From an optimization exercise on the open Yosys and OpenROAD flow, aimed at small area and a short achievable clock period; shortcuts taken in it are not production practice.
The RTL was checked by simulation tests, not by an equivalence proof against the original design.
Power and IR drop assume default switching activity.

==> flow/design.v (excerpt) <==
module mips_processor
#(
  parameter int aBit = 6,
  parameter int nBit = 32
) (
  input  logic            clk,
  input  logic            rst,
  input  logic            request,
  input  logic [aBit-1:0] addr,
  input  logic [nBit-1:0] din,
  output logic [nBit-1:0] dout,
  output logic            acknowledge,
  output logic            carry,
  output logic            overflow,
  output logic            equal
);
  logic [CW-1:0]   imem [2**aBit];
  logic [nBit-1:0] regs [16];
  logic [15:0]     valid;
  logic [aBit-1:0] pc;       
  logic [7:0]      fl, fh;
  logic [CW-1:0]   pf;
  logic            pf_v;
  logic            e_we, e_as, e_sub, e_and, e_or, e_xor, e_sll, e_comp;
  logic [3:0]      e_rd;
  logic [15:0]     e_wen;    
  logic [nBit-1:0] opa, opb;
  logic [nBit-1:0] res;
  logic            alu_c, alu_v, alu_eq;
  assign acknowledge = request;
  logic [CW-1:0] din_c;
  always_comb begin
    din_c        = '0;
    din_c[19:16] = din[RD_LSB +: 4];
    if (din[OP_LSB +: 4] == OP_LI) begin
      din_c[20]   = 1'b1;
      din_c[15:0] = din[15:0];
    end else begin
      din_c[15:12] = (din[OP_LSB +: 4] > OP_COMP) ? OP_NOP : din[OP_LSB +: 4];
      din_c[11:8]  = din[RS_LSB +: 4];
      din_c[4:0]   = (din[OP_LSB +: 4] == OP_SLL) ? din[4:0] : {1'b0, din[RT_LSB +: 4]};
    end
  end
  always_ff @(posedge clk)
    if (request) imem[addr] <= din_c;
  logic [CW-1:0] rdw;
  logic [CW-1:0] grp [8];
  always_comb begin
    rdw = '0;
  ...
Size in the first run: about 5700 cells after synthesis, ~2000 flip-flops, ~84000 um2 of cells after synthesis.
==> flow/config.mk <==
export PLATFORM = sky130hd
export DESIGN_NAME = mips_processor
export DESIGN_NICKNAME = mips_processor
export VERILOG_FILES = /design/flow/design.v
export SDC_FILE = /design/flow/constraint.sdc
export NUM_CORES = 4
export LEC_CHECK = 0
export ABC_CLOCK_PERIOD_IN_PS = 3500
export CAP_MARGIN = 20
export CORE_MARGIN = 2
export CORE_UTILIZATION = 40
export CTS_CLUSTER_DIAMETER = 100
export CTS_CLUSTER_SIZE = 26
export SETUP_SLACK_MARGIN = 5.0
export SLEW_MARGIN = 20
==> flow/constraint.sdc <==
create_clock -name core_clock -period 8.5 [get_ports {clk}]
set_input_delay 1.7000 -clock core_clock [delete_from_list [all_inputs] [get_ports {clk}]]
set_output_delay 1.7000 -clock core_clock [all_outputs]
set_load 0.01 [all_outputs]
run.sh (not shown) runs the stock make flow with config.mk's settings and CLKGATE_MAP_FILE= SYNTH_SCRIPT=/design/flow/synth_recipe.tcl, a recipe that flattens the netlist after the stock synthesis.
The first run completed without violations.
==> next run, changes <==
Settings changed: CTS_CLUSTER_DIAMETER 100 to not set, CTS_CLUSTER_SIZE 26 to not set.
Outcome:
- clock-buffer cell count climbs by 124
- core utilization rose by 1.7 points
- final area went up by 3.7%
- synthesized cell count does not change
- clock skew shrinks by 0.010 ns
- sequential share of layout area came out lower by 2.3 points
- die area does not change
- wire length climbs by 0.70%
- setup slack gets better by 0.012 ns
==> next run, changes <==
Settings changed: CAP_MARGIN 20 to 10, CTS_CLUSTER_DIAMETER set to 100, CTS_CLUSTER_SIZE set to 22, SLEW_MARGIN 20 to 10.
After rerunning:
- synthesized area does not change
- power falls by 14%
- maximum frequency falls by 1.5%
- die area is unchanged
- critical path depth rises by 4
- worst hold slack improved by 0.0099 ns
- sequential cell count does not change
- clock-buffer cell count falls by 101
- global-route usage falls by 0.37 points
==> next run, changes <==
==> flow/flow/run.sh (new file) <==
#!/bin/bash
set -euo pipefail
bash standard.sh MATCH_CELL_FOOTPRINT=0 finish > make_finish.log 2>&1
test -f out/final.def
==> flow/standard.sh (new file) <==
#!/bin/bash
# synth_recipe.tcl (not shown) runs the flow's synth.tcl, then flattens the netlist and writes it again
# the make line also repeats each setting of config.mk as NAME=value (left out here)
make -C /OpenROAD-flow-scripts/flow DESIGN_CONFIG=/design/flow/config.mk WORK_HOME=/design/flow/orfs CLKGATE_MAP_FILE= SYNTH_SCRIPT=/design/flow/synth_recipe.tcl "${@:-finish}"
Settings changed: CAP_MARGIN 10 to 20, CTS_CLUSTER_DIAMETER 100 to not set, CTS_CLUSTER_SIZE 22 to not set, SLEW_MARGIN 10 to 20.
removed: flow/run.sh
Clock skew is lower by 0.033 ns.
Core utilization grows by 1.5 points.
Combinational power is about the same.
Die area is unchanged.
Routed wire length is higher by 0.76%.
Power grows by 16%.
Setup slack hardly moves.
Non-clock buffer count drops by 23.
Count of clock-buffer cells in the layout is higher by 101.
==> next run, changes <==
==> flow/run.sh (new file) <==
#!/bin/bash
# synth_recipe.tcl (not shown) runs the flow's synth.tcl, then flattens the netlist and writes it again
# the make line also repeats each setting of config.mk as NAME=value (left out here)
make -C /OpenROAD-flow-scripts/flow DESIGN_CONFIG=/design/flow/config.mk WORK_HOME=/design/flow/orfs CLKGATE_MAP_FILE= SYNTH_SCRIPT=/design/flow/synth_recipe.tcl finish
Settings changed: CTS_CLUSTER_DIAMETER set to 100, CTS_CLUSTER_SIZE set to 22, SETUP_SLACK_MARGIN 5.0 to 4.5.
removed: flow/flow/run.sh
removed: flow/standard.sh
Outcome: Area after synthesis does not change; die area does not change; maximum frequency falls by 11%.
==> next run, changes <==
Settings changed: SETUP_SLACK_MARGIN 4.5 to 5.0.
After rerunning: The new run ran to the end with no violations; design area increases by 2.3%; routed wire length goes up by 1.7%; count of clock-buffer cells in the layout climbs by 8; setup slack gains 0.52 ns; maximum frequency grows by 14%.

[afterwards: timing with drivers on the ports]
The flow's constraints put no driver on any port. The routed layouts listed below were extracted and timed again, unchanged, in two steps.
Step 1 assumes that a clkbuf_16 drives the clock port and a buf_2 every other input.
Step 2 moves the port delays by t, midway between the first and last clock arrival at a register: inputs arrive t later, outputs are due t later. That takes back most of the time a late clock gives input paths.
Three values: ideal, step 1, step 2; two values: the first two.
run | t (ns) | setup slack, ns | latest minus earliest clock arrival (ns) | worst slew at a driven data input, ns
the first run | 0.850 | 4.866 / 4.718 / 4.188 | 0.095 / 0.095 | 0.19
the second run | 0.906 | 4.877 / 4.828 / 4.012 | 0.084 / 0.085 | 0.10
the third run | 0.867 | 4.821 / 4.821 / 4.049 | 0.120 / 0.120 | 0.10
the fourth run | 0.909 | 4.819 / 4.819 / 4.020 | 0.085 / 0.085 | 0.10
the fifth run | 0.855 | 4.373 / 4.380 / 3.526 | 0.079 / 0.079 | 0.11
the sixth run | 0.892 | 4.890 / 4.829 / 4.073 | 0.080 / 0.080 | 0.10
After both steps every run listed still meets setup and hold. The setup slack of the second run, which loses most, moves by -0.049 ns with the drivers and by -0.865 ns with both steps.
